This is an optimization exercise on Yosys and OpenROAD, whose aim is small area and a short achievable clock period, not a production implementation. RTL that was checked went through simulation tests only; none was proved equivalent to the original. Function not checked in run 6: the RTL went through the layout flow alone. Power is estimated from default activity; no workload was simulated.

==> flow/design.v <==
module axis_prog_intra_cycle_delay #(
  parameter  int DATA_WIDTH      = 256,
  parameter  int SAMPLE_WIDTH    = 16,
  parameter  int MAX_CYCLE_DELAY = 8,
  parameter  int RESET_DELAY     = 10,
  localparam int SPC             = DATA_WIDTH / SAMPLE_WIDTH,
  localparam int DW              = $clog2((MAX_CYCLE_DELAY + 1) * SPC)
) (
  input  logic                  clk,
  input  logic                  rst_n,
  input  logic [DATA_WIDTH-1:0] s_axis_tdata,
  input  logic                  s_axis_tvalid,
  input  logic                  s_axis_tlast,
  output logic [DATA_WIDTH-1:0] m_axis_tdata,
  output logic                  m_axis_tvalid,
  output logic                  m_axis_tlast,
  input  logic [DW-1:0]         cfg_delay,
  input  logic                  cfg_valid,
  output logic                  cfg_pending,
  output logic                  cfg_clamped,
  output logic [DW-1:0]         cur_delay
);
  localparam int STAGES = MAX_CYCLE_DELAY + 1;
  localparam int RW     = $clog2(SPC);
  localparam int MAX_D  = MAX_CYCLE_DELAY * SPC + SPC - 1;
  localparam int SW     = SAMPLE_WIDTH;
  typedef logic [DATA_WIDTH-1:0] word_t;
  logic [STAGES:0] vld_pipe, last_pipe;    
  logic          idle, pend_next;
  logic [DW-1:0] pend_delay, req_delay, load_val;
  logic          req_over, pipe_empty, do_load;
  assign req_over   = int'(cfg_delay) > MAX_D;
  assign req_delay  = req_over ? DW'(MAX_D) : cfg_delay;
  assign pipe_empty = ~|vld_pipe & ~s_axis_tvalid;
  assign do_load    = pipe_empty & (cfg_valid | ~idle);
  assign pend_next  = idle ? (cfg_valid & ~pipe_empty) : ~pipe_empty;
  assign load_val   = cfg_valid ? req_delay : pend_delay;
  localparam logic [DW-1:0] CD_RST = DW'(RESET_DELAY);
  localparam logic [3:0]    LO_RST = 4'b1 << (RESET_DELAY % 4);
  localparam logic [3:0]    HI_RST = 4'b1 << ((RESET_DELAY / 4) % 4);
  logic [DW-1:0] delay_n, cd_x;
  logic [3:0]    rot_lo, rot_hi, lo_x, hi_x;
  assign cur_delay = cd_x ^ CD_RST;
  assign rot_lo    = lo_x ^ LO_RST;
  assign rot_hi    = hi_x ^ HI_RST;
  always_ff @(posedge clk or negedge rst_n) begin
    if (!rst_n) begin
      idle        <= 1'b1;
      cfg_pending <= 1'b0;
      cfg_clamped <= 1'b0;
      cd_x        <= '0;
      delay_n     <= ~CD_RST;
      lo_x        <= '0;
      hi_x        <= '0;
      pend_delay  <= '0;
    end else begin
      idle        <= ~pend_next;
      cfg_pending <= pend_next;
      cfg_clamped <= cfg_valid & req_over;
      cd_x        <= (do_load ? load_val : ~delay_n) ^ CD_RST;
      if (cfg_valid) pend_delay <= req_delay;
      if (do_load) begin
        delay_n   <= ~load_val;
        lo_x      <= (4'b1 << load_val[1:0]) ^ LO_RST;
        hi_x      <= (4'b1 << load_val[3:2]) ^ HI_RST;
      end
    end
  end
  logic [3:0]    q;
  logic [RW-1:0] r;
  assign q = ~delay_n[DW-1:RW];
  assign r = ~delay_n[RW-1:0];
  logic [SPC-1:0] u1, u2, u4, u8, n1, n2, n4, n8, ext;
  logic                     sel_rnz;
  always_ff @(posedge clk) begin
    for (int k = 0; k < SPC; k++) begin
      logic [3:0] age;
      age    = q + 4'(RW'(k) < r);
      u1[k] <= age[0];           n1[k] <= ~age[0];
      u2[k] <= age[1] | age[3];  n2[k] <= ~(age[1] | age[3]);
      u4[k] <= age[2] | age[3];  n4[k] <= ~(age[2] | age[3]);
      u8[k] <= age[3];           n8[k] <= ~age[3];
      ext[k] <= RW'(k) < r;
    end
    sel_rnz <= r != '0;
  end
  logic [MAX_CYCLE_DELAY:0] q_dec;
  logic [STAGES:0]          vld_next, last_next;
  logic vld_cur, vld_prv, last_cur, last_prv;
  for (genvar a = 0; a <= MAX_CYCLE_DELAY; a++) begin : g_qdec
    assign q_dec[a] = q == 4'(a);
  end
  assign vld_next  = {vld_pipe[STAGES-1:0], s_axis_tvalid};
  assign last_next = {last_pipe[STAGES-1:0], s_axis_tvalid & s_axis_tlast};
  always_ff @(posedge clk or negedge rst_n) begin
    if (!rst_n) begin
      vld_cur  <= 1'b0;
      vld_prv  <= 1'b0;
      last_cur <= 1'b0;
      last_prv <= 1'b0;
    end else begin
      vld_cur  <= |(q_dec & vld_next[MAX_CYCLE_DELAY:0]);
      vld_prv  <= |(q_dec & vld_next[STAGES:1]);
      last_cur <= |(q_dec & last_next[MAX_CYCLE_DELAY:0]);
      last_prv <= |(q_dec & last_next[STAGES:1]);
    end
  end
  always_ff @(posedge clk or negedge rst_n) begin
    if (!rst_n) begin
      vld_pipe  <= '0;
      last_pipe <= '0;
    end else begin
      vld_pipe  <= vld_next;
      last_pipe <= last_next;
    end
  end
  word_t rot1, rot2;
  for (genvar j = 0; j < SPC; j++) begin : g_rot
    always_comb begin
      rot1[j*SW +: SW] = '0;
      for (int s = 0; s < 4; s++)
        rot1[j*SW +: SW] = rot1[j*SW +: SW]
          | (s_axis_tdata[((j - s) & (SPC - 1))*SW +: SW] & {SW{rot_lo[s]}});
    end
  end
  for (genvar j = 0; j < SPC; j++) begin : g_rot2
    always_comb begin
      rot2[j*SW +: SW] = '0;
      for (int s = 0; s < 4; s++)
        rot2[j*SW +: SW] = rot2[j*SW +: SW]
          | (rot1[((j - 4*s) & (SPC - 1))*SW +: SW] & {SW{rot_hi[s]}});
    end
  end
  word_t s0, m1, m2, m4, m8, masked;
  word_t a1, b1, b2, c1, c2, c3, c4, d1, d2;
  always_ff @(posedge clk) begin
    s0 <= rot2;
    a1 <= s0;
    b1 <= m1;  b2 <= b1;
    c1 <= m2;  c2 <= c1;  c3 <= c2;  c4 <= c3;
    d1 <= m4;  d2 <= d1;
  end
  for (genvar k = 0; k < SPC; k++) begin : g_lane
    localparam int L = k * SW;
    logic v, t8, f8;
    assign v  = ext[k] ? vld_prv : vld_cur;
    assign t8 = u8[k] & v;
    assign f8 = n8[k] & v;
    assign m1[L +: SW] = (a1[L +: SW] & {SW{u1[k]}}) | (s0[L +: SW] & {SW{n1[k]}});
    assign m2[L +: SW] = (b2[L +: SW] & {SW{u2[k]}}) | (m1[L +: SW] & {SW{n2[k]}});
    assign m4[L +: SW] = (c4[L +: SW] & {SW{u4[k]}}) | (m2[L +: SW] & {SW{n4[k]}});
    assign masked[L +: SW] = (d2[L +: SW] & {SW{t8}}) | (m4[L +: SW] & {SW{f8}});
  end
  always_ff @(posedge clk or negedge rst_n) begin
    if (!rst_n) begin
      m_axis_tdata  <= '0;
      m_axis_tvalid <= 1'b0;
      m_axis_tlast  <= 1'b0;
    end else begin
      m_axis_tdata  <= masked;
      m_axis_tvalid <= vld_cur | (sel_rnz & vld_prv);
      m_axis_tlast  <= sel_rnz ? last_prv : last_cur;
    end
  end
endmodule
==> flow/flow/run.sh <==
#!/bin/bash
# The standard layout (standard.sh: the standard flow's own ORFS flow and synthesis, unchanged), with:
# - the smallest buffer for the port buffers (timing repair still upsizes those on critical
#   paths) and clock tree synthesis without dummy loads, with config.mk's sink clustering;
# - after placement, each output port's flip-flop moved next to its port buffer (then
#   legalized), since the paths from those flip-flops to the ports set the achieved period.
set -euo pipefail
export BUFFER_PORTS_ARGS="-buffer_cell sky130_fd_sc_hd__buf_1"
export CTS_ARGS="-sink_clustering_enable -repair_clock_nets -sink_clustering_size 25 -sink_clustering_max_diameter 70 -dont_use_dummy_load"
bash standard.sh place > standard_place.log 2>&1
PULL_DB="$PWD/orfs/results/${FLOW_PLATFORM}/axis_prog_intra_cycle_delay/base/3_place.odb" \
  openroad -no_init -exit flow/pull_outputs.tcl > pull_outputs.log 2>&1
bash standard.sh > standard_finish.log 2>&1
==> flow/flow/pull_outputs.tcl <==
# Move each output port's driving flip-flop (and an inverter between it and the port buffer,
# if there is one) next to that port's buffer, then legalize. Reads and writes the ODB
# named by the PULL_DB environment variable.
read_db $::env(PULL_DB)
set block [ord::get_db_block]

proc driver_of {inst} {
  foreach it [$inst getITerms] {
    if {![$it isInputSignal]} continue
    set n [$it getNet]
    if {$n eq "NULL"} continue
    foreach it2 [$n getITerms] {
      if {[$it2 isOutputSignal]} { return [$it2 getInst] }
    }
  }
  return ""
}

proc single_input {inst} {
  set n 0
  foreach it [$inst getITerms] { if {[$it isInputSignal]} { incr n } }
  return [expr {$n == 1}]
}

set moved 0
foreach bt [$block getBTerms] {
  if {[$bt getIoType] ne "OUTPUT"} continue
  set net [$bt getNet]
  if {$net eq "NULL"} continue
  set buf ""
  foreach it [$net getITerms] { if {[$it isOutputSignal]} { set buf [$it getInst] } }
  if {$buf eq ""} continue
  set chain {}
  set d [driver_of $buf]
  if {$d ne "" && ![[$d getMaster] isSequential] && [single_input $d]} {
    lappend chain $d
    set d [driver_of $d]
  }
  if {$d eq "" || ![[$d getMaster] isSequential]} continue
  lappend chain $d
  set bb [$buf getBBox]
  foreach inst $chain {
    set fb [$inst getBBox]
    set dist [expr {abs([$bb xMin]-[$fb xMin]) + abs([$bb yMin]-[$fb yMin])}]
    if {$dist < 3000} continue
    $inst setLocation [$bb xMin] [$bb yMin]
    incr moved
  }
}
puts "pull_outputs: moved $moved instances"
detailed_placement
check_placement -verbose
write_db $::env(PULL_DB)
==> flow/standard.sh <==
#!/bin/bash
# synth_recipe.tcl (not shown) runs the flow's synth.tcl, then flattens the netlist and writes it again
# the make line also repeats each setting of config.mk as NAME=value (left out here)
make -C /OpenROAD-flow-scripts/flow DESIGN_CONFIG=/design/flow/config.mk WORK_HOME=/design/flow/orfs CLKGATE_MAP_FILE= SYNTH_SCRIPT=/design/flow/synth_recipe.tcl "${@:-finish}"
==> flow/config.mk <==
export PLATFORM = sky130hd
export DESIGN_NAME = axis_prog_intra_cycle_delay
export DESIGN_NICKNAME = axis_prog_intra_cycle_delay
export VERILOG_FILES = /design/flow/design.v
export SDC_FILE = /design/flow/constraint.sdc
export NUM_CORES = 4
export LEC_CHECK = 0
export CAP_MARGIN = 20
export CORE_MARGIN = 2
export CORE_UTILIZATION = 55
export CTS_CLUSTER_DIAMETER = 70
export CTS_CLUSTER_SIZE = 25
export SETUP_SLACK_MARGIN = 3.5
export SLEW_MARGIN = 20
==> flow/constraint.sdc <==
create_clock -name core_clock -period 6.0 [get_ports {clk}]
set_input_delay 1.2000 -clock core_clock [delete_from_list [all_inputs] [get_ports {clk}]]
set_output_delay 1.2000 -clock core_clock [all_outputs]
set_load 0.01 [all_outputs]
==> results of run 1 <==
[where the power goes]
part	switching (uW)	internal, uW	leakage [uW]	total [uW]
clock network	5830	4440	0.00184	10300
logic	2260	1530	0.00869	3780
registers	2060	23100	0.0263	25200
[metal layers]
metal | global-route usage [%] | routed length (um) | vias to the layer above
li1 | - | - | 22800
met1 | 43.1 | 106000 | 25800
met2 | 42.9 | 101000 | 2219
met3 | 6.64 | 20700 | 414
met4 | 9.25 | 7780 | 46
met5 | 0 | 299 | -
[worst reg2reg max path: stages, from the launching register on]
cell                       delay (ns)
sky130_fd_sc_hd__dfrtp_4         0.63
sky130_fd_sc_hd__buf_12          0.26
sky130_fd_sc_hd__a22o_1          0.60
sky130_fd_sc_hd__a221o_1         0.35
sky130_fd_sc_hd__a22oi_1         0.21
sky130_fd_sc_hd__o221ai_1        0.26
[cell type report]
cell class / instances / area (um^2) / share of cell area, %
antenna: 32 / 80.1 / 0.0871
clock buffer: 149 / 3730 / 4.06
inverter: 61 / 268 / 0.291
multi-input combinational: 2381 / 20200 / 21.9
sequential: 3019 / 62100 / 67.5
tap: 2030 / 2540 / 2.76
timing repair buffer: 606 / 3050 / 3.32
[kinds of logic after synthesis]
logic type	count (synthesis)	share of synthesized area [%]
adders and majority gates	30	0.444
xor gates and xnor gates	30	0.311
AOI/OAI and AO/OA	2100	21.5
and+or+nand+nor	195	1.17
buffers and inverters	572	2.78
muxes	26	0.327
DFF	3019	73.5
[final timing paths]
path,start,endpoint,cells past startpoint
setup / recovery,lo_x[0],s0[96],5
hold / removal,d1[156],d2[156],0
setup reg to reg,lo_x[0],s0[96],5
hold reg to reg,d1[156],d2[156],0
max in group asynchronous,rst_n,m_axis_tdata[45],2
min in group asynchronous,rst_n,m_axis_tdata[215],1
[per-stage QoR]
step / instance area (um^2) / setup WS [ns] / hold slack, ns / power [uW]
global route: 91900 / 3.39 / 0.285 / 40700
CTS: 91500 / 3.41 / 0.287 / 39400
detailed placement: 87600 / 2.87 / 0.312 / 29300
global placement: 87600 / 2.85 / 0.310 / 29200
floorplan: 84400 / 3.65 / 0.310 / 27200
finish: 91900 / 3.46 / 0.283 / 39200
[cell usage in the layout (no fill, tap or decap), drive strengths merged, types with 7 or more instances in the layout]
| cell | Yosys | layout |
|---|---|---|
| nand3 | 12 | 12 |
| diode | 0 | 32 |
| o22ai | 16 | 16 |
| dfstp | 7 | 7 |
| buf | 185 | 399 |
| o211ai | 9 | 9 |
| nor2 | 20 | 20 |
| dfxtp | 2703 | 2703 |
| a221oi | 127 | 127 |
| a2bb2oi | 19 | 19 |
| nand2 | 71 | 71 |
| nor2b | 32 | 32 |
| clkbuf | 326 | 356 |
| a22o | 1280 | 1280 |
| xor2 | 15 | 15 |
| and2 | 19 | 19 |
| a221o | 140 | 140 |
| mux2i | 22 | 22 |
| a21oi | 8 | 8 |
| o221ai | 236 | 236 |
| xnor2 | 15 | 15 |
| inv | 61 | 61 |
| ha | 30 | 30 |
| a22oi | 229 | 229 |
| o21ai | 18 | 18 |
| dfrtp | 309 | 309 |
| nand2b | 20 | 20 |
[registers in the layout (all words and copies together) (netlist names), 16 cells and up]
name          cells
u1               16
a1              256
u4               16
c1              256
n4               16
u8               16
s0              256
m_axis_tdata    256
b1              256
n1               16
c3              256
u2               16
b2              256
d1              256
n2               16
c4              256
d2              256
c2              256
n8               16
[timing repair]
item | 4_1_cts | 5_1_grt
hold buffers | 0 | 0
resized for setup | 43 | 221
setup buffers | 1 | 1
endpoints found under the setup margin | 296 | 321
cloned | 0 | 0
==> flow_summary.json, run 1 <==
{
  "place.detailed.hpwl_mm": 163,
  "crit_fanout": 146,
  "vias": 51200,
  "final_antenna_net_count": 0,
  "yosys.cell_count.top_type": "sky130_fd_sc_hd__dfxtp_1",
  "r2r_setup_slack_ns": 3.46,
  "final_cells": 8278,
  "run_status": "timing/DRC/antenna clean",
  "synth_edf_count": 0,
  "fraction_of_layout_cells_with_a_size_suffix_above_1_pct": 8.03,
  "clock_tree.buffer_depth": 3,
  "cts_buffers": 149,
  "grt_pass1_wl_mm": 338,
  "final.setup.tns_ns": 0,
  "tritoncts_clock_tree": "done",
  "antenna_violations_before_repair": 75,
  "die_area_um2": 157000,
  "die_height_um": 396,
  "yosys-top-cells-count": "sky130_fd_sc_hd__dfxtp_1, sky130_fd_sc_hd__a22o_1, sky130_fd_sc_hd__clkbuf_1",
  "tritoncts_num_sinks": 3019,
  "ys.flop_type": "sky130_fd_sc_hd__dfxtp_1",
  "num_rows": 143,
  "path_delay_family": "compound AO/OA/AOI/OAI gates",
  "coreArea_um2": 152000,
  "grt.total_usage_pct": 29.3,
  "min_period_ns": 2.54,
  "ir_drop_mv": 0.281,
  "number_of_primary_i_o_pins": 537,
  "worst-endpoint-arrival_ns": 3.07,
  "final_min_period_over_clock_period_pct": 42.3,
  "drt_iter0_markers": 4957,
  "timing.max_cap.violations": 0,
  "final_routed_drc_violation_total": 0,
  "share_of_flip_flops_with_an_asynchronous_set_or_reset_pct": 10.5,
  "power_leakage_uw": 0.0368,
  "finClkSkew_ns": 0.0701,
  "finalSetupViolations": 0,
  "crit_required_ns": 6.53,
  "cp.buffers_inverters": 1,
  "maximum_number_of_pins_on_one_net_before_global_route_repair": 158,
  "max_stage_delay_ns": 0.63,
  "slew_headroom_pct": 30.9,
  "synth-seq-area-share_pct": 73.5,
  "crit_path_start_kind": "flip-flop",
  "setup.worst_path.class": "flip-flop to flip-flop",
  "postSynthCellCount": 5972,
  "routed_via_density": 6.19,
  "clk-insertion-delay-late_ns": 0.80,
  "synth_warnings": 1,
  "port-buffer-count": 536,
  "nFillCells": 12000,
  "layout-area-overhead-vs-synth_pct": 8.83,
  "final_wl_mm": 236,
  "initial_utilization_pct": 55.5,
  "transition_time_at_the_pin_with_the_least_slew_margin_ns": 1.03,
  "achievable-frequency_mhz": 394,
  "synth_top_area_cell": "sky130_fd_sc_hd__dfxtp_1",
  "mappedNetlistArea_um2": 84400,
  "syn-num-nets": 6271,
  "layout.core_utilization_pct": 60.4,
  "area_fraction_of_the_dominant_cell_type_after_synthesis_pct": 64.1,
  "post_drt_wl_per_cell_um": 28.5,
  "rsz0062_at_grt": "true",
  "netlist_top_cells_area": "sky130_fd_sc_hd__dfxtp_1, sky130_fd_sc_hd__a22o_1, sky130_fd_sc_hd__dfrtp_1",
  "worstPathCellList": "buf_12, a22o_1, a221o_1, a22oi_1, o221ai_1",
  "synth.distinct_cells": 52,
  "post_synthesis_area_per_instance_um2": 14.1,
  "hold_violations": 0,
  "grt_overflow_total": 0,
  "clkSlewWorstSetupHoldPaths_ns": 0.09,
  "gp_congestion": 0.905,
  "drt-pass1-iter-count": 7,
  "p_per_area_nw_per_um2": 427,
  "clock_tree.htree_level_count": 4,
  "clk_root_buffer_cell": "sky130_fd_sc_hd__clkbuf_16",
  "finalMaxSlewViolations": 0,
  "floorplan.die.width_um": 396,
  "critical_path.slowest_cell": "sky130_fd_sc_hd__dfrtp_4",
  "dp.cells": 8095,
  "postSynthRegisterBits": 3019,
  "final_net_count": 6517,
  "vias_in_the_first_global_route": 48000,
  "endpoint_kind": "flip-flop",
  "hp-class": "flip-flop to flip-flop"
}
==> inputs of run 2 (changes only) <==
--- a/flow/config.mk
+++ b/flow/config.mk
@@ -7,7 +7,7 @@
 export LEC_CHECK = 0
 export CAP_MARGIN = 20
 export CORE_MARGIN = 2
-export CORE_UTILIZATION = 55
+export CORE_UTILIZATION = 65
 export CTS_CLUSTER_DIAMETER = 70
 export CTS_CLUSTER_SIZE = 25
 export SETUP_SLACK_MARGIN = 3.5
==> run 2 against run 1 <==
Against the previous run: highest routed layer unchanged; final cell count decreased by 3.4%; hold slack improved by 0.012 ns; routed wire length decreased by 1.4%; largest power group unchanged; cell area decreased by 0.35%; clock-buffer cell count decreased by 4; still clean on timing, DRC and antenna.
==> flow_summary.json, run 2 <==
{
  "power_leakage_uw": 0.0368,
  "vias": 52000,
  "r2r_setup_slack_ns": 3.43,
  "number_of_cell_instances_on_the_worst_register_to_register_path": 4,
  "die_area_um2": 133000,
  "finClkSkew_ns": 0.0639,
  "antenna_violations_before_repair": 98,
  "yosys.cell_count.top_type": "sky130_fd_sc_hd__dfxtp_1",
  "achievable-frequency_mhz": 389,
  "place.detailed.hpwl_mm": 161,
  "routed_via_density": 6.50,
  "mappedNetlistArea_um2": 84400,
  "maximum_number_of_pins_on_one_net_before_global_route_repair": 154,
  "syn-num-nets": 6271,
  "tritoncts_clock_tree": "done",
  "grt.total_usage_pct": 34.0,
  "setup.worst_path.class": "flip-flop to flip-flop",
  "cts-hold-fix-buffers": 0,
  "final_net_count": 6496,
  "finalHoldWorstSlack_ns": 0.295,
  "grt_pass1_wl_mm": 330,
  "share_of_flip_flops_with_an_asynchronous_set_or_reset_pct": 10.5,
  "fraction_of_layout_cells_with_a_size_suffix_above_1_pct": 8.52,
  "cts_buffers": 145,
  "clock_tree.buffer_depth": 3,
  "grt_overflow_total": 0,
  "timing.hold.worst.start": "c3[251]",
  "floorplan.die.width_um": 364,
  "run_status": "timing/DRC/antenna clean",
  "crit_fanout": 152,
  "crit_required_ns": 6.59,
  "drt_iter0_markers": 6045,
  "post_drt_wl_per_cell_um": 29.1,
  "synth.area.mux_share_pct": 0.327,
  "synth_compound_gate_area_share_pct": 21.5,
  "timing.rr.start": "lo_x[1]",
  "final_routed_drc_violation_total": 0,
  "post_synth_adder_cell_area_pct": 0.444,
  "slew_headroom_pct": 31.9,
  "synth_top_area_cell": "sky130_fd_sc_hd__dfxtp_1",
  "crit_path_start_kind": "flip-flop",
  "min_period_ns": 2.57,
  "p_per_area_nw_per_um2": 426,
  "simple_gate_share_of_the_synthesized_area_pct": 1.17,
  "postSynthCellCount": 5972,
  "endpoint_kind": "flip-flop",
  "layout-area-overhead-vs-synth_pct": 8.45,
  "synth_edf_count": 0,
  "rsz0062_at_grt": "true",
  "final.setup.tns_ns": 0,
  "clock_tree.htree_level_count": 4,
  "mostFrequentLayoutCell": "sky130_fd_sc_hd__dfxtp_1",
  "synthXorXnorAreaFrac_pct": 0.311,
  "transition_time_at_the_pin_with_the_least_slew_margin_ns": 1.02,
  "post_synthesis_area_per_instance_um2": 14.1,
  "final_wl_mm": 232,
  "yosys-top-cells-count": "sky130_fd_sc_hd__dfxtp_1, sky130_fd_sc_hd__a22o_1, sky130_fd_sc_hd__clkbuf_1",
  "most_used_cells_in_the_layout_excluding_fill_and_tap_cells": "sky130_fd_sc_hd__dfxtp_1, sky130_fd_sc_hd__a22o_1, sky130_fd_sc_hd__dfrtp_1",
  "ys.flop_type": "sky130_fd_sc_hd__dfxtp_1",
  "vias_in_the_first_global_route": 48000,
  "synth_top_family_by_area": "compound AO/OA/AOI/OAI gates",
  "worst-endpoint-arrival_ns": 3.16,
  "die_height_um": 364,
  "num_rows": 132,
  "tritoncts_num_sinks": 3019,
  "postSynthRegisterBits": 3019,
  "final_antenna_net_count": 0,
  "whs_path_depth": 0,
  "initial_utilization_pct": 65.4,
  "hp-class": "flip-flop to flip-flop",
  "synth_warnings": 1,
  "netlist_top_cells_area": "sky130_fd_sc_hd__dfxtp_1, sky130_fd_sc_hd__a22o_1, sky130_fd_sc_hd__dfrtp_1",
  "finalMaxSlewViolations": 0,
  "clk-insertion-delay-late_ns": 0.81,
  "finalSetupViolations": 0,
  "hold_violations": 0,
  "port-buffer-count": 536,
  "coreArea_um2": 129000,
  "timing.max_cap.violations": 0,
  "clk_root_buffer_cell": "sky130_fd_sc_hd__clkbuf_16",
  "clkSlewWorstSetupHoldPaths_ns": 0.09,
  "gp_congestion": 0.944,
  "final_min_period_over_clock_period_pct": 42.8,
  "critical_path.startpoint": "lo_x[1]",
  "drt-pass1-iter-count": 8,
  "number_of_primary_i_o_pins": 537,
  "ir_drop_mv": 0.263,
  "area_fraction_of_the_dominant_cell_type_after_synthesis_pct": 64.1,
  "synth.distinct_cells": 52,
  "synth-seq-area-share_pct": 73.5
}
run 2: critical path: stages (launching register included):
cell                       delay (ns)
sky130_fd_sc_hd__dfrtp_4         0.64
sky130_fd_sc_hd__buf_12          0.27
sky130_fd_sc_hd__a22o_1          0.35
sky130_fd_sc_hd__a221oi_1        0.59
sky130_fd_sc_hd__o221ai_2        0.31
run 2: timing repair:
| item | 4_1_cts | 5_1_grt |
|---|---|---|
| buffers inserted | 0 | 5 |
| gates resized for setup | 52 | 278 |
| pin swaps | 1 | 1 |
| endpoints found under the setup margin | 324 | 371 |
run 2: power by group:
group	internal, uW	total [uW]	switching, uW
Clock	4320	10100	5770
Combinational	1530	3740	2220
Sequential	23100	25200	2070
Total	29000	39000	10000
run 2: through the flow:
stage | total power (uW) | setup WS (ns) | area, um^2 | utilization (%) | cells
final | 39000 | 3.43 | 91600 | 70.9 | 7995
after global routing | 40400 | 3.39 | 91500 | 70.8 | 7951
after CTS | 39000 | 3.40 | 90900 | 70.3 | 7931
after detailed placement | 29100 | 2.98 | 87000 | 67.4 | 7786
after global placement | 29000 | 3.00 | 87000 | 67.4 | 7786
after floorplan | 27200 | 3.65 | 84400 | - | 5972
run 2: layout make-up:
cell class	instances	area, um^2
timing repair buffer	589	3020
inverter	61	275
sequential	3019	62100
clock buffer	145	3630
multi-input combinational	2381	20300
antenna	58	145
tap	1742	2180
fill	8870	37600
run 2: path summary, 6_finish.rpt:
kind,to
max,s0[199]
min,c4[251]
max reg2reg,s0[199]
min reg2reg,c4[251]
max in group asynchronous,m_axis_tdata[4]
min in group asynchronous,m_axis_tdata[211]
run 2: metal layers:
metal / up-vias / GRT usage [%] / share of wire (%)
met1: 26000 / 48.9 / 43
li1: 22800 / - / -
met4: 54 / 11.5 / 3.7
met3: 529 / 9.77 / 11
met2: 2604 / 49.4 / 43
met5: - / 0 / 0.15
run 2: logic make-up (layout without fill, tap and decap cells):
kind of cell	Yosys count	after routing
buffers and inverters	572	795
adders and majority gates	30	30
DFF	3019	3019
muxes	26	26
and+or+nand+nor	195	195
xor gates and xnor gates	30	30
AOI/OAI and AO/OA	2100	2100
other	0	58
==> inputs of run 3 (changes only) <==
--- a/flow/config.mk
+++ b/flow/config.mk
@@ -7,8 +7,8 @@
 export LEC_CHECK = 0
 export CAP_MARGIN = 20
 export CORE_MARGIN = 2
-export CORE_UTILIZATION = 65
+export CORE_UTILIZATION = 55
 export CTS_CLUSTER_DIAMETER = 70
 export CTS_CLUSTER_SIZE = 25
-export SETUP_SLACK_MARGIN = 3.5
+export SETUP_SLACK_MARGIN = 3.6
 export SLEW_MARGIN = 20
==> run 3 against run 2 <==
Against the previous run: routed wire length increased by 2.2%; final cell count grew 3.5%; global-route usage shrank 4.6 points; core utilization is 10 points lower; cell area is 0.58% higher; flip-flop and latch count is the same; first-iteration DRC count decreased by 16%; worst setup slack better by 0.041 ns; die area up 18%; critical path type is now flip-flop to primary output; largest power group unchanged.
==> flow_summary.json, run 3 <==
{
  "floorplan.die.width_um": 396,
  "clk-insertion-delay-late_ns": 0.80,
  "synth-seq-area-share_pct": 73.5,
  "run_status": "timing/DRC/antenna clean",
  "synth.area.mux_share_pct": 0.327,
  "final_wl_mm": 237,
  "cts_buffers": 149,
  "number_of_primary_i_o_pins": 537,
  "mappedNetlistArea_um2": 84400,
  "timing.max_cap.violations": 0,
  "share_of_flip_flops_with_an_asynchronous_set_or_reset_pct": 10.5,
  "power_leakage_uw": 0.0370,
  "synth_top_family_by_area": "compound AO/OA/AOI/OAI gates",
  "vias": 51400,
  "final-seq-area_um2": 62100,
  "clock_tree.buffer_depth": 3,
  "grt.total_usage_pct": 29.4,
  "finalMaxSlewViolations": 0,
  "routed_via_density": 6.21,
  "clock_tree.htree_level_count": 4,
  "p_per_area_nw_per_um2": 426,
  "hold_violations": 0,
  "antenna_violations_before_repair": 73,
  "final_routed_drc_violation_total": 0,
  "maximum_number_of_pins_on_one_net_before_global_route_repair": 158,
  "postSynthRegisterBits": 3019,
  "detailroute.wirelength.met3_mm": 20.3,
  "gp_congestion": 0.905,
  "synth_edf_count": 0,
  "final_cells": 8277,
  "layout-area-overhead-vs-synth_pct": 9.08,
  "coreArea_um2": 152000,
  "ys.flop_type": "sky130_fd_sc_hd__dfxtp_1",
  "tritoncts_num_sinks": 3019,
  "tritoncts_clock_tree": "done",
  "hp-class": "flip-flop to flip-flop",
  "slew_headroom_pct": 33.2,
  "clk_root_buffer_cell": "sky130_fd_sc_hd__clkbuf_16",
  "drt-pass1-iter-count": 7,
  "final_antenna_net_count": 0,
  "synthXorXnorAreaFrac_pct": 0.311,
  "initial_utilization_pct": 55.5,
  "highest-signal-layer": "met5",
  "postSynthCellCount": 5972,
  "crit_required_ns": 4.80,
  "dr_wl_met2_mm": 101,
  "setup.worst_path.class": "flip-flop to primary output",
  "min_period_ns": 2.53,
  "final.setup.tns_ns": 0,
  "post_drt_wl_per_cell_um": 28.7,
  "post_synthesis_area_per_instance_um2": 14.1,
  "final_net_count": 6521,
  "nFillCells": 12000,
  "syn-num-nets": 6271,
  "most_used_cells_in_the_layout_excluding_fill_and_tap_cells": "sky130_fd_sc_hd__dfxtp_1, sky130_fd_sc_hd__a22o_1, sky130_fd_sc_hd__dfrtp_1",
  "die_area_um2": 157000,
  "transition_time_at_the_pin_with_the_least_slew_margin_ns": 1.00,
  "finClkSkew_ns": 0.0732,
  "worst-endpoint-arrival_ns": 1.33,
  "clkSlewWorstSetupHoldPaths_ns": 0.09,
  "num_rows": 143,
  "synth_compound_gate_area_share_pct": 21.5,
  "mostFrequentLayoutCell": "sky130_fd_sc_hd__dfxtp_1",
  "area_fraction_of_the_dominant_cell_type_after_synthesis_pct": 64.1,
  "die_height_um": 396,
  "grt_pass1_wl_mm": 339,
  "finalSetupViolations": 0,
  "wl_met1_mm": 107,
  "endpoint_kind": "primary output",
  "crit_fanout": 1,
  "port-buffer-count": 536,
  "achievable-frequency_mhz": 396,
  "ir_drop_mv": 0.282,
  "final_min_period_over_clock_period_pct": 42.1,
  "fraction_of_layout_cells_with_a_size_suffix_above_1_pct": 8.71,
  "crit_path_start_kind": "flip-flop",
  "yosys-top-cells-count": "sky130_fd_sc_hd__dfxtp_1, sky130_fd_sc_hd__a22o_1, sky130_fd_sc_hd__clkbuf_1",
  "grt_overflow_total": 0,
  "dp.cells": 8095,
  "synth.distinct_cells": 52,
  "vias_in_the_first_global_route": 48200,
  "netlist_top_cells_area": "sky130_fd_sc_hd__dfxtp_1, sky130_fd_sc_hd__a22o_1, sky130_fd_sc_hd__dfrtp_1",
  "drt_iter0_markers": 5099,
  "simple_gate_share_of_the_synthesized_area_pct": 1.17,
  "total_power_uw": 39300,
  "rsz0062_at_grt": "true",
  "synth_warnings": 1,
  "post_synth_adder_cell_area_pct": 0.444,
  "yosys.cell_count.top_type": "sky130_fd_sc_hd__dfxtp_1",
  "synth_top_area_cell": "sky130_fd_sc_hd__dfxtp_1",
  "place.detailed.hpwl_mm": 163,
  "multi_input_area_um2": 20200
}
## run 3: cell families after synthesis
family | Yosys count
buf+inv | 572
compound gates | 2100
fa+ha+maj | 30
flops | 3019
xor+xnor | 30
mux | 26
simple gates | 195
## run 3: critical path, stage by stage, from the launching register on
cell and delay [ns]:
sky130_fd_sc_hd__dfrtp_1 0.38, sky130_fd_sc_hd__inv_1 0.05, sky130_fd_sc_hd__buf_2 0.12
## run 3: per-stage QoR
step / setup slack, ns / hold WS (ns) / instance area [um^2] / util [%]
floorplan: 3.65 / 0.310 / 84400 / -
global placement: 2.85 / 0.310 / 87600 / 57.5
detailed placement: 2.87 / 0.312 / 87600 / 57.5
CTS: 3.41 / 0.287 / 91600 / 60.2
global route: 3.39 / 0.285 / 92100 / 60.5
finish: 3.47 / 0.283 / 92100 / 60.5
## run 3: metal layers
| metal | up-vias | track usage [%] |
|---|---|---|
| li1 | 22800 | - |
| met1 | 25900 | 43.2 |
| met2 | 2281 | 43.1 |
| met3 | 440 | 6.76 |
| met4 | 46 | 9.20 |
| met5 | - | 0 |
## run 3: layout make-up
| class | instances | share of cell area [%] |
|---|---|---|
| sequential | 3019 | 67.4 |
| multi-input combinational | 2381 | 22.0 |
| clock buffer | 149 | 4.05 |
| timing repair buffer | 610 | 3.47 |
| tap | 2030 | 2.76 |
| inverter | 61 | 0.293 |
| antenna | 27 | 0.0734 |
## run 3: repair_timing
action                                  in CTS  in global routing
endpoints found under the setup margin     423                383
gates cloned                                 1                  1
hold buffers                                 0                  0
setup buffers                                1                  3
resized for setup                           56                256
## run 3: where the power goes
| group | leakage (uW) | switching [uW] | internal, uW |
|---|---|---|---|
| sequential | 0.0263 | 2060 | 23100 |
| clock | 0.00184 | 5830 | 4440 |
| combinational | 0.00886 | 2280 | 1540 |
| total | 0.0370 | 10200 | 29100 |
## run 3: final timing paths
| check | cells past startpoint | slack, ns | start | endpoint |
|---|---|---|---|---|
| min in group asynchronous | 1 | 0.44 | rst_n | m_axis_tdata[215] |
| worst max-delay path | 2 | 3.47 | cd_x[1] | cur_delay[1] |
| worst min-delay path | 0 | 0.28 | d1[156] | d2[156] |
| worst min register to register | 0 | 0.28 | d1[156] | d2[156] |
| worst max register to register | 5 | 3.60 | lo_x[0] | s0[117] |
| max in group asynchronous | 2 | 4.24 | rst_n | m_axis_tdata[45] |
==> inputs of run 4 (changes only) <==
--- a/flow/config.mk
+++ b/flow/config.mk
@@ -7,7 +7,7 @@
 export LEC_CHECK = 0
 export CAP_MARGIN = 20
 export CORE_MARGIN = 2
-export CORE_UTILIZATION = 55
+export CORE_UTILIZATION = 50
 export CTS_CLUSTER_DIAMETER = 70
 export CTS_CLUSTER_SIZE = 25
 export SETUP_SLACK_MARGIN = 3.6
==> run 4 against run 3 <==
Against the previous run: sequential power about the same; clock-buffer cell count grew 3; die area grew 9.9%; critical path type unchanged; final cell count increased by 2.6%; clock power hardly changed; flip-flop and latch count unchanged; core utilization decreased by 5.0 points; still clean; largest power group unchanged; highest routed layer unchanged.
==> flow_summary.json, run 4 <==
{
  "drt-pass1-iter-count": 6,
  "grt.total_usage_pct": 27.4,
  "finalSetupViolations": 0,
  "most_used_cells_in_the_layout_excluding_fill_and_tap_cells": "sky130_fd_sc_hd__dfxtp_1, sky130_fd_sc_hd__a22o_1, sky130_fd_sc_hd__dfrtp_1",
  "final_antenna_net_count": 0,
  "tritoncts_clock_tree": "done",
  "fraction_of_layout_cells_with_a_size_suffix_above_1_pct": 9.50,
  "synth_edf_count": 0,
  "coreArea_um2": 167000,
  "run_status": "timing/DRC/antenna clean",
  "worst-endpoint-arrival_ns": 1.34,
  "synth_warnings": 1,
  "initial_utilization_pct": 50.4,
  "synth-seq-area-share_pct": 73.5,
  "post_synthesis_area_per_instance_um2": 14.1,
  "crit_path_start_kind": "flip-flop",
  "tritoncts_num_sinks": 3019,
  "power_leakage_uw": 0.0372,
  "final-seq-area_um2": 62100,
  "number_of_primary_i_o_pins": 537,
  "antenna_violations_before_repair": 79,
  "final_wl_mm": 245,
  "post_drt_wl_per_cell_um": 28.8,
  "crit_fanout": 1,
  "transition_time_at_the_pin_with_the_least_slew_margin_ns": 0.948,
  "postSynthCellCount": 5972,
  "cts_buffers": 152,
  "final_min_period_over_clock_period_pct": 42.4,
  "hold_violations": 0,
  "timing.max_cap.violations": 0,
  "synth.distinct_cells": 52,
  "cts-hold-fix-buffers": 0,
  "ys.flop_type": "sky130_fd_sc_hd__dfxtp_1",
  "rsz0062_at_grt": "true",
  "ir_drop_mv": 0.336,
  "endpoint_kind": "primary output",
  "mostFrequentLayoutCell": "sky130_fd_sc_hd__dfxtp_1",
  "clock_tree.buffer_depth": 3,
  "syn-num-nets": 6271,
  "yosys-top-cells-count": "sky130_fd_sc_hd__dfxtp_1, sky130_fd_sc_hd__a22o_1, sky130_fd_sc_hd__clkbuf_1",
  "final.setup.tns_ns": 0,
  "final_net_count": 6525,
  "hp-class": "flip-flop to flip-flop",
  "grt_overflow_total": 0,
  "floorplan.die.width_um": 415,
  "routed_via_density": 6.00,
  "drt_iter0_markers": 4959,
  "slew_headroom_pct": 36.8,
  "layout-area-overhead-vs-synth_pct": 9.97,
  "clk-insertion-delay-late_ns": 0.80,
  "achievable-frequency_mhz": 393,
  "finClkSkew_ns": 0.0777,
  "total_power_uw": 39500,
  "port-buffer-count": 536,
  "finalMaxSlewViolations": 0,
  "die_area_um2": 172000,
  "area_fraction_of_the_dominant_cell_type_after_synthesis_pct": 64.1,
  "r2r_setup_slack_ns": 3.50,
  "postSynthRegisterBits": 3019,
  "setup.worst_path.class": "flip-flop to primary output",
  "gp_congestion": 0.903,
  "yosys.cell_count.top_type": "sky130_fd_sc_hd__dfxtp_1",
  "mappedNetlistArea_um2": 84400,
  "maximum_number_of_pins_on_one_net_before_global_route_repair": 151,
  "p_per_area_nw_per_um2": 425,
  "clock_tree.htree_level_count": 4,
  "clkSlewWorstSetupHoldPaths_ns": 0.09,
  "netlist_top_cells_area": "sky130_fd_sc_hd__dfxtp_1, sky130_fd_sc_hd__a22o_1, sky130_fd_sc_hd__dfrtp_1",
  "share_of_flip_flops_with_an_asynchronous_set_or_reset_pct": 10.5,
  "final_routed_drc_violation_total": 0,
  "multi_input_area_um2": 20500,
  "grt_pass1_wl_mm": 348,
  "nFillCells": 13600,
  "vias_in_the_first_global_route": 48400,
  "vias": 51000,
  "place.detailed.hpwl_mm": 168,
  "synth_top_area_cell": "sky130_fd_sc_hd__dfxtp_1",
  "die_height_um": 415,
  "num_rows": 150,
  "min_period_ns": 2.54,
  "clk_root_buffer_cell": "sky130_fd_sc_hd__clkbuf_16",
  "crit_required_ns": 4.80
}
==> run 4: repair_timing <==
item                       CTS  global route
cloned                       2             0
buffers inserted             8             6
pin swaps                    1             1
gates resized for setup     83           281
setup endpoints to repair  560           345
==> run 4: critical path, stage by stage, from the launching register on <==
cell                      delay [ns]
sky130_fd_sc_hd__dfrtp_1        0.38
sky130_fd_sc_hd__inv_1          0.05
sky130_fd_sc_hd__buf_2          0.12
==> run 4: final timing paths <==
kind                              start                end  depth (start not counted)
worst max-delay path            cd_x[1]       cur_delay[1]                          2
worst min-delay path            c2[122]            c3[122]                          0
worst max register to register  lo_x[0]            s0[165]                          5
worst min register to register  c2[122]            c3[122]                          0
max in group asynchronous         rst_n  m_axis_tdata[156]                          2
min in group asynchronous         rst_n  m_axis_tdata[222]                          1
==> run 4: power by group <==
group	total, uW	internal (uW)	leakage, uW	switching [uW]
combinational	3900	1580	0.00899	2330
clock	10400	4520	0.00187	5900
sequential	25100	23100	0.0263	2020
total	39500	29200	0.0372	10200
==> run 4: cell families after synthesis <==
group / after synthesis / share of synthesized area [%]
DFF: 3019 / 73.5
AOI/OAI and AO/OA: 2100 / 21.5
buffers and inverters: 572 / 2.78
and+or+nand+nor: 195 / 1.17
xor gates and xnor gates: 30 / 0.311
adders and majority gates: 30 / 0.444
muxes: 26 / 0.327
==> run 4: cell type report <==
| class | instances | share of cell area, % |
|---|---|---|
| diodes | 64 | 0.172 |
| clock buffers | 152 | 4.10 |
| inverters | 61 | 0.310 |
| multi-input cells | 2381 | 22.1 |
| flip-flops and latches | 3019 | 66.8 |
| well taps | 2204 | 2.97 |
| repair buffers | 610 | 3.51 |
| repair inverters | 1 | 0.00943 |
==> run 4: metrics by stage <==
stage | cell area [um^2] | util (%) | cells | hold WS [ns] | setup WS (ns)
4_1_cts | 92100 | 55.0 | 8422 | 0.278 | 3.41
6_report | 92900 | 55.5 | 8492 | 0.286 | 3.46
2_1_floorplan | 84400 | - | 5972 | 0.310 | 3.65
5_1_grt | 92800 | 55.4 | 8478 | 0.282 | 3.40
3_3_place_gp | 87700 | 52.4 | 8260 | 0.309 | 2.96
3_5_place_dp | 87700 | 52.4 | 8260 | 0.312 | 2.92
==> run 4: metal layers <==
layer | GRT usage [%] | vias up | wire (um)
met1 | 34.7 | 25600 | 99900
met4 | 17.6 | 20 | 18500
met3 | 4.42 | 581 | 13300
met5 | 0 | - | 129
li1 | - | 22800 | -
met2 | 43.8 | 1948 | 113000
==> inputs of run 5 (changes only) <==
--- a/flow/config.mk
+++ b/flow/config.mk
@@ -7,8 +7,8 @@
 export LEC_CHECK = 0
 export CAP_MARGIN = 20
 export CORE_MARGIN = 2
-export CORE_UTILIZATION = 50
+export CORE_UTILIZATION = 55
 export CTS_CLUSTER_DIAMETER = 70
 export CTS_CLUSTER_SIZE = 25
-export SETUP_SLACK_MARGIN = 3.6
+export SETUP_SLACK_MARGIN = 3.7
 export SLEW_MARGIN = 20
==> run 5 against run 4 <==
Against the previous run: still clean on timing, DRC and antenna; cell area down 0.62%; clock skew shrank 0.0058 ns; clock-buffer cell count is 7 lower; die area shrank 9.0%; non-clock buffer count down 4; worst setup slack worse by 0.00084 ns; register-to-register slack barely moved; total power fell by 0.90%; combinational power down 1%.
==> flow_summary.json, run 5 <==
{
  "tritoncts_num_sinks": 3019,
  "drt_iter0_markers": 4987,
  "coreArea_um2": 152000,
  "postSynthRegisterBits": 3019,
  "area_fraction_of_the_dominant_cell_type_after_synthesis_pct": 64.1,
  "vias": 51400,
  "postSynthCellCount": 5972,
  "antenna_violations_before_repair": 101,
  "vias_in_the_first_global_route": 47600,
  "finalSetupViolations": 0,
  "synth_warnings": 1,
  "final_antenna_net_count": 0,
  "clock_tree.buffer_depth": 3,
  "multi_input_area_um2": 20500,
  "synth_top_area_cell": "sky130_fd_sc_hd__dfxtp_1",
  "achievable-frequency_mhz": 393,
  "finClkSkew_ns": 0.0719,
  "synth_top_family_by_area": "compound AO/OA/AOI/OAI gates",
  "clk_root_buffer_cell": "sky130_fd_sc_hd__clkbuf_16",
  "hp-class": "flip-flop to flip-flop",
  "mostFrequentLayoutCell": "sky130_fd_sc_hd__dfxtp_1",
  "grt_pass1_wl_mm": 339,
  "total_power_uw": 39100,
  "ir_drop_mv": 0.322,
  "cts_buffers": 145,
  "clock_tree.htree_level_count": 4,
  "slew_headroom_pct": 30.3,
  "final_wl_mm": 238,
  "synth_compound_gate_area_share_pct": 21.5,
  "layout-area-overhead-vs-synth_pct": 9.29,
  "port-buffer-count": 536,
  "clk-insertion-delay-late_ns": 0.79,
  "synth.area.mux_share_pct": 0.327,
  "die_area_um2": 157000,
  "worst-endpoint-arrival_ns": 1.34,
  "post_synthesis_area_per_instance_um2": 14.1,
  "synthXorXnorAreaFrac_pct": 0.311,
  "final_min_period_over_clock_period_pct": 42.4,
  "crit_path_start_kind": "flip-flop",
  "mappedNetlistArea_um2": 84400,
  "yosys.cell_count.top_type": "sky130_fd_sc_hd__dfxtp_1",
  "clkSlewWorstSetupHoldPaths_ns": 0.09,
  "nFillCells": 12000,
  "grt.total_usage_pct": 29.5,
  "layout.core_utilization_pct": 60.6,
  "min_period_ns": 2.54,
  "timing.max_cap.violations": 0,
  "run_status": "timing/DRC/antenna clean",
  "share_of_flip_flops_with_an_asynchronous_set_or_reset_pct": 10.5,
  "final.setup.tns_ns": 0,
  "syn-num-nets": 6271,
  "synth_edf_count": 0,
  "floorplan.die.width_um": 396,
  "hold_violations": 0,
  "num_rows": 143,
  "endpoint_kind": "primary output",
  "p_per_area_nw_per_um2": 424,
  "tritoncts_clock_tree": "done",
  "finalMaxSlewViolations": 0,
  "simple_gate_share_of_the_synthesized_area_pct": 1.17,
  "routed_via_density": 6.21,
  "fraction_of_layout_cells_with_a_size_suffix_above_1_pct": 9.26,
  "crit_required_ns": 4.80,
  "synth-seq-area-share_pct": 73.5,
  "final_routed_drc_violation_total": 0,
  "layout.cell_area.non_filler_um2": 92300,
  "transition_time_at_the_pin_with_the_least_slew_margin_ns": 1.05,
  "netlist_top_cells_area": "sky130_fd_sc_hd__dfxtp_1, sky130_fd_sc_hd__a22o_1, sky130_fd_sc_hd__dfrtp_1",
  "gp_congestion": 0.903,
  "final-seq-area_um2": 62100,
  "detailed_place.area_um2": 87500,
  "die_height_um": 396,
  "post_synth_adder_cell_area_pct": 0.444,
  "post_drt_wl_per_cell_um": 28.8,
  "place.detailed.hpwl_mm": 167,
  "crit_fanout": 1,
  "synth.distinct_cells": 52,
  "grt_overflow_total": 0,
  "setup.worst_path.class": "flip-flop to primary output",
  "maximum_number_of_pins_on_one_net_before_global_route_repair": 141,
  "final_net_count": 6513,
  "yosys-top-cells-count": "sky130_fd_sc_hd__dfxtp_1, sky130_fd_sc_hd__a22o_1, sky130_fd_sc_hd__clkbuf_1",
  "power_leakage_uw": 0.0370,
  "ys.flop_type": "sky130_fd_sc_hd__dfxtp_1",
  "number_of_primary_i_o_pins": 537,
  "r2r_setup_slack_ns": 3.50,
  "most_used_cells_in_the_layout_excluding_fill_and_tap_cells": "sky130_fd_sc_hd__dfxtp_1, sky130_fd_sc_hd__a22o_1, sky130_fd_sc_hd__dfrtp_1",
  "rsz0062_at_grt": "true",
  "drt-pass1-iter-count": 7,
  "initial_utilization_pct": 55.5
}
run 5: cell families after synthesis:
group | after synthesis
flip-flops | 3019
AO/OA/AOI/OAI | 2100
buffers and inverters | 572
AND/OR/NAND/NOR | 195
XOR/XNOR | 30
adder cells (fa/ha/maj) | 30
multiplexers | 26
run 5: path summary, 6_finish.rpt:
path | startpoint | end | depth (start not counted)
min in group asynchronous | rst_n | m_axis_tdata[221] | 1
max in group asynchronous | rst_n | m_axis_tdata[12] | 2
max reg2reg | lo_x[3] | s0[133] | 3
max | cd_x[3] | cur_delay[3] | 2
min | b1[106] | b2[106] | 0
min reg2reg | b1[106] | b2[106] | 0
run 5: what timing repair did:
item                                    4_1_cts  5_1_grt
pin swaps                                     1        1
hold buffers                                  0        0
endpoints found under the setup margin      547      418
setup buffers                                 5        6
resized for setup                            76      289
run 5: routing by layer:
metal	share of wire (%)	global-route usage [%]	up-vias
met1	45	42.8	26000
met2	43	43.3	2098
met5	0.22	0	-
met3	9.2	8.16	441
met4	2.7	8.14	78
li1	-	-	22800
run 5: layout make-up:
class	count	area share [%]
flip-flops and latches	3019	67.3
multi-input cells	2381	22.2
clock buffers	145	3.93
repair buffers	606	3.40
well taps	2030	2.75
inverters	61	0.294
diodes	40	0.108
run 5: power by group:
group	switching (uW)	internal (uW)	leakage (uW)
clock	5790	4320	0.00179
sequential	2020	23100	0.0263
combinational	2290	1560	0.00893
run 5: critical path: stages (launching register included):
cell,delay (ns)
sky130_fd_sc_hd__dfrtp_1,0.39
sky130_fd_sc_hd__inv_1,0.05
sky130_fd_sc_hd__buf_2,0.12
run 5: stage by stage:
stage          worst slack, ns  cells  hold slack [ns]
3_5_place_dp              2.88   8086            0.312
2_1_floorplan             3.71   5972            0.310
6_report                  3.46   8282            0.296
5_1_grt                   3.39   8252            0.294
3_3_place_gp              2.94   8086            0.310
4_1_cts                   3.41   8236            0.294
==> inputs of run 6 (changes only) <==
--- a/flow/design.v
+++ b/flow/design.v
@@ -114,28 +114,28 @@
       last_pipe <= last_next;
     end
   end
-  word_t rot1, rot2;
-  for (genvar j = 0; j < SPC; j++) begin : g_rot
+  word_t rot_in, s0r;
+  for (genvar j = 0; j < SPC; j++) begin : g_rot_in
     always_comb begin
-      rot1[j*SW +: SW] = '0;
+      rot_in[j*SW +: SW] = '0;
       for (int s = 0; s < 4; s++)
-        rot1[j*SW +: SW] = rot1[j*SW +: SW]
-          | (s_axis_tdata[((j - s) & (SPC - 1))*SW +: SW] & {SW{rot_lo[s]}});
-    end
-  end
-  for (genvar j = 0; j < SPC; j++) begin : g_rot2
-    always_comb begin
-      rot2[j*SW +: SW] = '0;
-      for (int s = 0; s < 4; s++)
-        rot2[j*SW +: SW] = rot2[j*SW +: SW]
-          | (rot1[((j - 4*s) & (SPC - 1))*SW +: SW] & {SW{rot_hi[s]}});
+        rot_in[j*SW +: SW] = rot_in[j*SW +: SW]
+          | (s_axis_tdata[((j - 4*s) & (SPC - 1))*SW +: SW] & {SW{rot_hi[s]}});
     end
   end
   word_t s0, m1, m2, m4, m8, masked;
   word_t a1, b1, b2, c1, c2, c3, c4, d1, d2;
+  for (genvar j = 0; j < SPC; j++) begin : g_rot_out
+    always_comb begin
+      s0r[j*SW +: SW] = '0;
+      for (int s = 0; s < 4; s++)
+        s0r[j*SW +: SW] = s0r[j*SW +: SW]
+          | (s0[((j - s) & (SPC - 1))*SW +: SW] & {SW{rot_lo[s]}});
+    end
+  end
   always_ff @(posedge clk) begin
-    s0 <= rot2;
-    a1 <= s0;
+    s0 <= rot_in;
+    a1 <= s0r;
     b1 <= m1;  b2 <= b1;
     c1 <= m2;  c2 <= c1;  c3 <= c2;  c4 <= c3;
     d1 <= m4;  d2 <= d1;
@@ -146,7 +146,7 @@
     assign v  = ext[k] ? vld_prv : vld_cur;
     assign t8 = u8[k] & v;
     assign f8 = n8[k] & v;
-    assign m1[L +: SW] = (a1[L +: SW] & {SW{u1[k]}}) | (s0[L +: SW] & {SW{n1[k]}});
+    assign m1[L +: SW] = (a1[L +: SW] & {SW{u1[k]}}) | (s0r[L +: SW] & {SW{n1[k]}});
     assign m2[L +: SW] = (b2[L +: SW] & {SW{u2[k]}}) | (m1[L +: SW] & {SW{n2[k]}});
     assign m4[L +: SW] = (c4[L +: SW] & {SW{u4[k]}}) | (m2[L +: SW] & {SW{n4[k]}});
     assign masked[L +: SW] = (d2[L +: SW] & {SW{t8}}) | (m4[L +: SW] & {SW{f8}});
--- a/flow/config.mk
+++ b/flow/config.mk
@@ -10,5 +10,5 @@
 export CORE_UTILIZATION = 55
 export CTS_CLUSTER_DIAMETER = 70
 export CTS_CLUSTER_SIZE = 25
-export SETUP_SLACK_MARGIN = 3.7
+export SETUP_SLACK_MARGIN = 3.5
 export SLEW_MARGIN = 20
==> run 6 against run 5 <==
Against the previous run: cell area grew 15%; flip-flop and latch count unchanged; core utilization down 0.28 points; combinational power increased to 2.8 times the previous value; clock skew hardly changed; first-iteration DRC count rose by 30%; fmax shrank 2.3%; via count is 31% higher; critical path type unchanged; critical endpoint is now m_axis_tdata[77]; largest cell class unchanged.
==> flow_summary.json, run 6 <==
{
  "ir_drop_mv": 0.401,
  "timing.rr.start": "vld_cur",
  "timing.max_cap.violations": 0,
  "port-buffer-count": 536,
  "mappedNetlistArea_um2": 97600,
  "worst-endpoint-arrival_ns": 1.40,
  "finClkSkew_ns": 0.0718,
  "gp_congestion": 0.975,
  "timing.hold.worst.start": "b1[202]",
  "crit_required_ns": 4.80,
  "floorplan.die.width_um": 425,
  "netlist_top_cells_area": "sky130_fd_sc_hd__dfxtp_1, sky130_fd_sc_hd__dfrtp_1, sky130_fd_sc_hd__nand2_1",
  "final_min_period_over_clock_period_pct": 43.4,
  "post_synthesis_area_per_instance_um2": 11.4,
  "cp.buffers_inverters": 1,
  "endpoint_kind": "primary output",
  "tritoncts_clock_tree": "done",
  "achievable-frequency_mhz": 384,
  "finalMaxSlewViolations": 0,
  "ys.flop_type": "sky130_fd_sc_hd__dfxtp_1",
  "synth.distinct_cells": 53,
  "min_period_ns": 2.60,
  "clkSlewWorstSetupHoldPaths_ns": 0.09,
  "synth-seq-area-share_pct": 63.6,
  "hold_violations": 0,
  "postSynthRegisterBits": 3019,
  "yosys.cell_count.top_type": "sky130_fd_sc_hd__dfxtp_1",
  "clk_root_buffer_cell": "sky130_fd_sc_hd__clkbuf_16",
  "synth_edf_count": 0,
  "drt-pass1-iter-count": 6,
  "maximum_number_of_pins_on_one_net_before_global_route_repair": 178,
  "synth_warnings": 1,
  "vias": 67500,
  "clock_tree.htree_level_count": 4,
  "layout.core_utilization_pct": 60.3,
  "cts-hold-fix-buffers": 0,
  "r2r_setup_slack_ns": 3.48,
  "cts_buffers": 155,
  "crit_path_start_kind": "flip-flop",
  "postSynthCellCount": 8590,
  "path_delay_family": "flip-flops",
  "tritoncts_num_sinks": 3019,
  "rsz0062_at_grt": "true",
  "layout-area-overhead-vs-synth_pct": 8.90,
  "num_rows": 154,
  "grt_overflow_total": 0,
  "antenna_violations_before_repair": 161,
  "setup.worst_path.class": "flip-flop to primary output",
  "max_stage_delay_ns": 0.42,
  "p_per_area_nw_per_um2": 493,
  "worstPathCellList": "buf_6",
  "timing.hold.worst_endpoint": "b2[202]",
  "post_drt_wl_per_cell_um": 28.6,
  "hp-class": "flip-flop to flip-flop",
  "final_routed_drc_violation_total": 0,
  "power_leakage_uw": 0.0465,
  "critical_path.slowest_cell": "sky130_fd_sc_hd__dfrtp_1",
  "area_fraction_of_the_dominant_cell_type_after_synthesis_pct": 55.5,
  "final.setup.tns_ns": 0,
  "mostFrequentLayoutCell": "sky130_fd_sc_hd__dfxtp_1",
  "synth_top_area_cell": "sky130_fd_sc_hd__dfxtp_1",
  "initial_utilization_pct": 55.4,
  "final_net_count": 9039,
  "whs_path_depth": 0,
  "critical_path.startpoint": "m_axis_tdata[77]",
  "fraction_of_layout_cells_with_a_size_suffix_above_1_pct": 12.4,
  "syn-num-nets": 8889,
  "place.detailed.hpwl_mm": 219,
  "clock_tree.buffer_depth": 3,
  "final_wl_mm": 320,
  "clk-insertion-delay-late_ns": 0.85,
  "drt_iter0_markers": 6488,
  "share_of_flip_flops_with_an_asynchronous_set_or_reset_pct": 10.5,
  "grt_pass1_wl_mm": 450,
  "number_of_cell_instances_on_the_worst_register_to_register_path": 4,
  "most_used_cells_in_the_layout_excluding_fill_and_tap_cells": "sky130_fd_sc_hd__dfxtp_1, sky130_fd_sc_hd__nand2_1, sky130_fd_sc_hd__a22o_1",
  "transition_time_at_the_pin_with_the_least_slew_margin_ns": 1.03,
  "coreArea_um2": 176000,
  "grt.total_usage_pct": 34.3,
  "yosys-top-cells-count": "sky130_fd_sc_hd__dfxtp_1, sky130_fd_sc_hd__nand2_1, sky130_fd_sc_hd__a22o_1",
  "run_status": "timing/DRC/antenna clean",
  "crit_fanout": 1,
  "routed_via_density": 6.03,
  "vias_in_the_first_global_route": 62800,
  "die_height_um": 425,
  "slew_headroom_pct": 31.1,
  "final_antenna_net_count": 0,
  "die_area_um2": 181000,
  "nFillCells": 14400,
  "finalSetupViolations": 0,
  "rr_endpoint": "m_axis_tdata[60]",
  "number_of_primary_i_o_pins": 537
}
## run 6: cell families (layout without fill, tap and decap cells)
group           Yosys count  count (layout)  share of synthesized area, %
compound gates         2591            2591                          21.4
xor+xnor                 30              30                         0.269
fa+ha+maj                30              30                         0.385
buf+inv                 957            1105                          4.25
flops                  3019            3019                          63.6
mux                      29              29                         0.317
other cells               0             122                             0
simple gates           1934            1934                          9.78
## run 6: worst max-delay path by stage
stage,to,slack (ns),depth (start not counted)
6_report,m_axis_tdata[77],3.40,1
5_1_grt,m_axis_tdata[77],3.35,1
2_1_floorplan,lo_x[2],3.60,4
3_5_place_dp,lo_x[2],2.89,4
3_3_place_gp,n4[5],2.69,7
4_1_cts,m_axis_tdata[7],3.33,3
## run 6: where the power goes
group	total [uW]	switching (uW)	internal [uW]	leakage, uW
combinational	10900	6510	4370	0.0176
clock	10700	6060	4610	0.00191
sequential	30900	3750	27100	0.0269
## run 6: repair_timing
item	in CTS	in global routing
gates resized for setup	214	247
endpoints found under the setup margin	639	322
setup buffers	5	7
hold endpoints to repair	0	0
gates cloned	3	0
## run 6: layer usage
metal / share of wire (%) / vias up / track usage, % / routed length [um]
met5: 0.11 / - / 0 / 349
met3: 7.0 / 829 / 6.99 / 22500
met2: 45 / 2676 / 52.7 / 143000
met1: 40 / 33400 / 43.7 / 129000
met4: 7.8 / 52 / 23.4 / 25100
li1: - / 30500 / - / -
## run 6: through the flow
| step | hold WS [ns] | setup WS [ns] | area [um^2] | power [uW] | cells |
|---|---|---|---|---|---|
| CTS | 0.268 | 3.33 | 105000 | 52300 | 11100 |
| floorplan | 0.310 | 3.60 | 97600 | 37000 | 8590 |
| finish | 0.277 | 3.40 | 106000 | 52400 | 11200 |
| global route | 0.283 | 3.35 | 106000 | 54800 | 11200 |
| detailed placement | 0.312 | 2.89 | 100000 | 41300 | 10900 |
| global placement | 0.309 | 2.69 | 100000 | 41000 | 10900 |
## run 6: area by class of cell
class / instances / area (um^2) / share of cell area [%]
flip-flops and latches: 3019 / 62100 / 58.4
multi-input cells: 4614 / 32000 / 30.2
clock buffers: 155 / 3880 / 3.65
repair buffers: 647 / 3870 / 3.64
well taps: 2340 / 2930 / 2.76
inverters: 303 / 1140 / 1.08
diodes: 122 / 305 / 0.287

==> re-timing with driven ports <==
No port has a modelled driver above. Below, the same layouts with a new extraction and two added sets of constraints.
Step 1 sets driving cells, clkbuf_16 on the clock port and buf_2 on the other inputs (assumed; they add their load-dependent delay and slew).
Step 2 times the ports against the registers' clock, not the clock port: input delays grow and output delays shrink by t, the midpoint of the rising clock arrivals with the driver on.
a / b / c = no drivers / after step 1 / after step 2; a / b = the first two.
| run | shift t [ns] | slack for setup (ns) | latest minus earliest clock arrival (ns) |
|---|---|---|---|
| run 1 | 0.846 | 3.460 / 3.390 / 2.884 | 0.071 / 0.071 |
| run 2 | 0.863 | 3.431 / 3.376 / 2.852 | 0.064 / 0.064 |
| run 3 | 0.847 | 3.472 / 3.388 / 2.972 | 0.074 / 0.074 |
| run 4 | 0.850 | 3.458 / 3.373 / 3.068 | 0.086 / 0.087 |
| run 5 | 0.842 | 3.457 / 3.369 / 3.162 | 0.073 / 0.074 |
| run 6 | 0.909 | 3.397 / 3.306 / 2.819 | 0.076 / 0.076 |
After both steps setup and hold are still met in every run listed. The setup slack of run 2, which loses most, moves by -0.055 ns with the drivers and by -0.579 ns with both steps.
